What follows belongs to an exercise in optimizing a design on an open flow for a short achievable clock period and few clock cycles; a production flow would make more cautious choices.
Only simulation tests tie the RTL to the original design; equivalence was not proved.
No driver is modelled on the clock port, so clock power and skew are understated where the tree is cut down; a real chip needs a root buffer or a tree.

== job 5207 ==
// lsp_prev_engine
module lsp_prev_engine
#(
  parameter int M      = 10,
  parameter int NP     = 4,
  parameter int SHIFT  = 3,
  parameter int ADDR_W = 11,
  parameter int DATA_W = 32
) (
  input  logic              clk,
  input  logic              reset,
  input  logic              start,
  input  logic              mode,
  input  logic [ADDR_W-1:0] x_base,
  input  logic [ADDR_W-1:0] g_base,
  input  logic [ADDR_W-1:0] fp_base,
  input  logic [ADDR_W-1:0] fg_base,
  input  logic [ADDR_W-1:0] out_base,
  input  logic [DATA_W-1:0] readIn,
  output logic [ADDR_W-1:0] readAddr,
  output logic [ADDR_W-1:0] writeAddr,
  output logic [DATA_W-1:0] writeOut,
  output logic              writeEn,
  output logic              busy,
  output logic              done
);
Size: roughly 3000 cells after synthesis, roughly 150 I/O pins, about 31000 µm² of cells after synthesis.
export LEC_CHECK = 0
export ABC_CLOCK_PERIOD_IN_PS = 3000
export CAP_MARGIN = 20
export CORE_MARGIN = 2
export CORE_UTILIZATION = 55
export SLEW_MARGIN = 20
export SYNTH_HIERARCHICAL = 1
create_clock -name core_clock -period 13.0 [get_ports {clk}]
standard.sh (not shown) runs the stock make flow with config.mk's settings and CLKGATE_MAP_FILE= SYNTH_SCRIPT=/design/flow/synth_recipe.tcl, a recipe that flattens the netlist after the stock synthesis.
==> flow/flow/run.sh <==
#!/bin/bash
# The standard layout (standard.sh), with:
#  - repair_timing aiming for a large setup margin (the SDC and its clock
#    period are unchanged) and resizing not limited to the same footprint;
#  - flow/cts_tree.tcl in place of TritonCTS: a balanced two-level clock
#    tree of inverter pairs (the clock port drives 4 root clkinv_16, each
#    drives leaf clkinv_8, each leaf drives a cluster of registers).
# make's full output goes to flow_make.log; ORFS's per-step logs stay in orfs/logs.
set -euo pipefail
bash standard.sh SETUP_SLACK_MARGIN=10.0 MATCH_CELL_FOOTPRINT=0 \
  PRE_CTS_TCL="$PWD/flow/cts_tree.tcl" \
  TREE_ROOT_CELL=sky130_fd_sc_hd__clkinv_16 TREE_LEAF_CELL=sky130_fd_sc_hd__clkinv_8 \
  finish > flow_make.log 2>&1
==> flow/flow/cts_tree.tcl <==

proc my_two_level_tree { args } {
  set per_leaf 24
  if { [info exists ::env(TREE_SINKS_PER_LEAF)] } {
    set per_leaf $::env(TREE_SINKS_PER_LEAF)
  }
  set db [ord::get_db]
  set block [ord::get_db_block]
  set clknet [$block findNet clk]
  set root_cell sky130_fd_sc_hd__clkbuf_16
  set leaf_cell sky130_fd_sc_hd__clkbuf_16
  if { [info exists ::env(TREE_ROOT_CELL)] } { set root_cell $::env(TREE_ROOT_CELL) }
  if { [info exists ::env(TREE_LEAF_CELL)] } { set leaf_cell $::env(TREE_LEAF_CELL) }
  set rmaster [$db findMaster $root_cell]
  set lmaster [$db findMaster $leaf_cell]
  # output pin: X for buffers, Y for inverters
  set rout [expr {[string match *clkinv* $root_cell] ? "Y" : "X"}]
  set lout [expr {[string match *clkinv* $leaf_cell] ? "Y" : "X"}]

  # registers' clock pins and their positions
  set sinks {}
  foreach it [$clknet getITerms] {
    set inst [$it getInst]
    set bb [$inst getBBox]
    set x [expr {([$bb xMin] + [$bb xMax]) / 2.0}]
    set y [expr {([$bb yMin] + [$bb yMax]) / 2.0}]
    lappend sinks [list $it $x $y]
  }
  set n [llength $sinks]
  set k [expr {max(1, int(ceil(double($n) / $per_leaf)))}]
  puts "tree: $n sinks, $k leaf buffers"

  # k-means, seeded by sorting on x then y in strips
  set sorted [lsort -real -index 1 $sinks]
  set cx {}; set cy {}
  for {set c 0} {$c < $k} {incr c} {
    set s [lindex $sorted [expr {int(($c + 0.5) * $n / $k)}]]
    lappend cx [lindex $s 1]; lappend cy [lindex $s 2]
  }
  set assign [lrepeat $n 0]
  for {set iter 0} {$iter < 40} {incr iter} {
    # balanced assignment: each cluster takes at most cap sinks
    set cap [expr {int(ceil(double($n) / $k)) + 2}]
    set cnt [lrepeat $k 0]
    set pairs {}
    for {set i 0} {$i < $n} {incr i} {
      set s [lindex $sinks $i]
      set x [lindex $s 1]; set y [lindex $s 2]
      set d {}
      for {set c 0} {$c < $k} {incr c} {
        lappend d [list $c [expr {abs($x - [lindex $cx $c]) + abs($y - [lindex $cy $c])}]]
      }
      set d [lsort -real -index 1 $d]
      # regret: how much worse the second choice is
      set reg [expr {[llength $d] > 1 ? [lindex $d 1 1] - [lindex $d 0 1] : 0}]
      lappend pairs [list $i $reg $d]
    }
    set pairs [lsort -real -decreasing -index 1 $pairs]
    foreach p $pairs {
      set i [lindex $p 0]
      foreach cd [lindex $p 2] {
        set c [lindex $cd 0]
        if {[lindex $cnt $c] < $cap} {
          lset assign $i $c
          lset cnt $c [expr {[lindex $cnt $c] + 1}]
          break
        }
      }
    }
    set sx [lrepeat $k 0.0]; set sy [lrepeat $k 0.0]
    for {set i 0} {$i < $n} {incr i} {
      set c [lindex $assign $i]
      set s [lindex $sinks $i]
      lset sx $c [expr {[lindex $sx $c] + [lindex $s 1]}]
      lset sy $c [expr {[lindex $sy $c] + [lindex $s 2]}]
    }
    for {set c 0} {$c < $k} {incr c} {
      if {[lindex $cnt $c] > 0} {
        lset cx $c [expr {[lindex $sx $c] / [lindex $cnt $c]}]
        lset cy $c [expr {[lindex $sy $c] / [lindex $cnt $c]}]
      }
    }
  }

  set nr [expr {min(4, $k)}]
  set lsorted {}
  for {set c 0} {$c < $k} {incr c} {
    lappend lsorted [list $c [lindex $cx $c] [lindex $cy $c]]
  }
  set lsorted [lsort -real -index 1 $lsorted]
  set rx {}; set ry {}
  for {set r 0} {$r < $nr} {incr r} {
    set s [lindex $lsorted [expr {int(($r + 0.5) * $k / $nr)}]]
    lappend rx [lindex $s 1]; lappend ry [lindex $s 2]
  }
  set lgrp [lrepeat $k 0]
  for {set iter 0} {$iter < 40} {incr iter} {
    set rcap [expr {int(ceil(double($k) / $nr)) + 1}]
    set rcnt [lrepeat $nr 0]
    set pairs {}
    for {set c 0} {$c < $k} {incr c} {
      set d {}
      for {set r 0} {$r < $nr} {incr r} {
        lappend d [list $r [expr {abs([lindex $cx $c] - [lindex $rx $r]) + abs([lindex $cy $c] - [lindex $ry $r])}]]
      }
      set d [lsort -real -index 1 $d]
      set reg [expr {[llength $d] > 1 ? [lindex $d 1 1] - [lindex $d 0 1] : 0}]
      lappend pairs [list $c $reg $d]
    }
    set pairs [lsort -real -decreasing -index 1 $pairs]
    foreach p $pairs {
      set c [lindex $p 0]
      foreach rd [lindex $p 2] {
        set r [lindex $rd 0]
        if {[lindex $rcnt $r] < $rcap} {
          lset lgrp $c $r
          lset rcnt $r [expr {[lindex $rcnt $r] + 1}]
          break
        }
      }
    }
    set sx [lrepeat $nr 0.0]; set sy [lrepeat $nr 0.0]
    for {set c 0} {$c < $k} {incr c} {
      set r [lindex $lgrp $c]
      lset sx $r [expr {[lindex $sx $r] + [lindex $cx $c]}]
      lset sy $r [expr {[lindex $sy $r] + [lindex $cy $c]}]
    }
    for {set r 0} {$r < $nr} {incr r} {
      if {[lindex $rcnt $r] > 0} {
        lset rx $r [expr {[lindex $sx $r] / [lindex $rcnt $r]}]
        lset ry $r [expr {[lindex $sy $r] / [lindex $rcnt $r]}]
      }
    }
  }
  set rootnets {}
  for {set r 0} {$r < $nr} {incr r} {
    set root [odb::dbInst_create $block $rmaster clkbuf_root_$r]
    $root setLocation [expr {int([lindex $rx $r])}] [expr {int([lindex $ry $r])}]
    $root setPlacementStatus PLACED
    set rootnet [odb::dbNet_create $block clknet_root_$r]
    $rootnet setSigType CLOCK
    [$root findITerm A] connect $clknet
    [$root findITerm $rout] connect $rootnet
    lappend rootnets $rootnet
  }

  set leafnets {}
  for {set c 0} {$c < $k} {incr c} {
    set b [odb::dbInst_create $block $lmaster clkbuf_leaf_$c]
    $b setLocation [expr {int([lindex $cx $c])}] [expr {int([lindex $cy $c])}]
    $b setPlacementStatus PLACED
    set net [odb::dbNet_create $block clknet_leaf_$c]
    $net setSigType CLOCK
    [$b findITerm A] connect [lindex $rootnets [lindex $lgrp $c]]
    [$b findITerm $lout] connect $net
    lappend leafnets $net
  }
  puts "tree: leaves per root $rcnt"
  for {set i 0} {$i < $n} {incr i} {
    set it [lindex [lindex $sinks $i] 0]
    $it disconnect
    $it connect [lindex $leafnets [lindex $assign $i]]
  }
  puts "tree: cluster sizes $cnt"
}

rename clock_tree_synthesis my_orig_clock_tree_synthesis
proc clock_tree_synthesis { args } {
  my_two_level_tree
}
Testbench counts of job 5207, summed over its fixed seeds: cycles 20,262.
Setup changes, job 5207 to job 8411
--- a/flow/flow/run.sh
+++ b/flow/flow/run.sh
@@ -3 +3 @@
-#  - repair_timing aiming for a large setup margin (the SDC and its clock
+#  - repair_timing aiming for a large setup margin (10 ns) (the SDC and its clock
Findings:
From job 8411 to job 5207, sequential share of layout area did not move at all.
| worst setup slack | job 8411 vs job 5207 | ≈ equal |
> inputs changed (job 8411 -> job 7894)
--- a/flow/flow/run.sh
+++ b/flow/flow/run.sh
@@ -3 +3 @@
-#  - repair_timing aiming for a large setup margin (10 ns) (the SDC and its clock
+#  - repair_timing aiming for a large setup margin (the SDC and its clock
@@ -10 +10 @@
-bash standard.sh SETUP_SLACK_MARGIN=10.0 MATCH_CELL_FOOTPRINT=0 \
+bash standard.sh SETUP_SLACK_MARGIN=9.6 MATCH_CELL_FOOTPRINT=0 \
Findings:
- Met1 capacity usage during global routing (job 7894 over job 8411): decrease, 1.0 points
- Against job 8411, job 7894 comes in 1.3 points lower on global-route usage.
- Summary of job 7894 over job 8411: wire length reported by the detailed router moved down; share of final-layout standard cells stronger than drive strength 1 moved down; post-route standard cell area excluding fillers moved down; ratio of final minimum period to clock period moved up; area taken by multi-input logic gates moved down.
- The run showing the smaller minimum clock period is job 8411.
Changes in job 9293 relative to job 7894:
- changing CORE_UTILIZATION from 55 to 65
==> flow/flow/run.sh <==
#!/bin/bash
# The standard layout (standard.sh), with:
#  - repair_timing aiming for a large setup margin (the SDC and its clock
#    period are unchanged) and resizing not limited to the same footprint;
set -euo pipefail
bash standard.sh SETUP_SLACK_MARGIN=9.6 MATCH_CELL_FOOTPRINT=0 \
  PRE_CTS_TCL="$PWD/flow/cts_tree.tcl" finish > flow_make.log 2>&1
--- a/flow/flow/cts_tree.tcl
+++ b/flow/flow/cts_tree.tcl
@@ -0,0 +1,6 @@
+# PRE_CTS hook: replaces clock_tree_synthesis with a two-level clock tree.
+# The clock port drives up to four root clkbuf_16 (its fanout limit), each
+# at the centre of the leaf buffers it drives: one leaf clkbuf_16 per
+# cluster of nearby registers
+# (k-means on the placed register positions); each leaf drives its cluster.
+# Every register gets the same two buffers on its clock path.
@@ -10,9 +16 @@
-  set root_cell sky130_fd_sc_hd__clkbuf_16
-  set leaf_cell sky130_fd_sc_hd__clkbuf_16
-  if { [info exists ::env(TREE_ROOT_CELL)] } { set root_cell $::env(TREE_ROOT_CELL) }
-  if { [info exists ::env(TREE_LEAF_CELL)] } { set leaf_cell $::env(TREE_LEAF_CELL) }
-  set rmaster [$db findMaster $root_cell]
-  set lmaster [$db findMaster $leaf_cell]
-  # output pin: X for buffers, Y for inverters
-  set rout [expr {[string match *clkinv* $root_cell] ? "Y" : "X"}]
-  set lout [expr {[string match *clkinv* $leaf_cell] ? "Y" : "X"}]
+  set master [$db findMaster sky130_fd_sc_hd__clkbuf_16]
@@ -137 +135 @@
-    set root [odb::dbInst_create $block $rmaster clkbuf_root_$r]
+    set root [odb::dbInst_create $block $master clkbuf_root_$r]
@@ -143 +141 @@
-    [$root findITerm $rout] connect $rootnet
+    [$root findITerm X] connect $rootnet
@@ -149 +147 @@
-    set b [odb::dbInst_create $block $lmaster clkbuf_leaf_$c]
+    set b [odb::dbInst_create $block $master clkbuf_leaf_$c]
@@ -155 +153 @@
-    [$b findITerm $lout] connect $net
+    [$b findITerm X] connect $net
--- outcome ---
Job 9293 finished every stage and its layout cleared the timing, DRC and antenna checks.
Compared to job 7894, job 9293 has ratio of final minimum period to clock period 0.39 points higher.
Run comparison: job 9293 uppermost layer routed met4; job 7894 uppermost layer routed met5
Delta (job 9293 minus job 7894): via count of the first global-routing pass now sits higher; total detailed-routing wirelength now sits lower.
In every run of this note, the design's own scripts or RTL, not TritonCTS, make the clock network.

[what the ideal ports hide]
How much do the figures lean on ideal ports? The routed layouts below were timed once more, with nothing changed but the port constraints.
Step 1: set_driving_cell puts a clkbuf_16 on clk and a buf_2 on each other input, an assumption about the parent block.
Step 2 also shifts input and output timing later by t, the mid clock arrival at the registers, as if the neighbouring blocks saw the same clock.
Three values: no drivers, after step 1, after step 2; two values: the first two.
| run | t (ns) | slack for setup (ns) | worst data-port slew with drivers (ns) |
|---|---|---|---|
| job 5207 | 0.480 | 9.690 / 9.431 / 9.578 | 0.12 |
| job 8411 | 0.480 | 9.690 / 9.431 / 9.578 | 0.12 |
| job 7894 | 0.467 | 9.634 / 9.375 / 9.440 | 0.08 |
| job 9293 | 0.470 | 9.583 / 9.467 / 9.443 | 0.08 |
After both steps every run listed still meets setup and hold. For job 7894, which loses most, drivers alone change the setup slack by -0.259 ns; drivers and shift together by -0.194 ns.
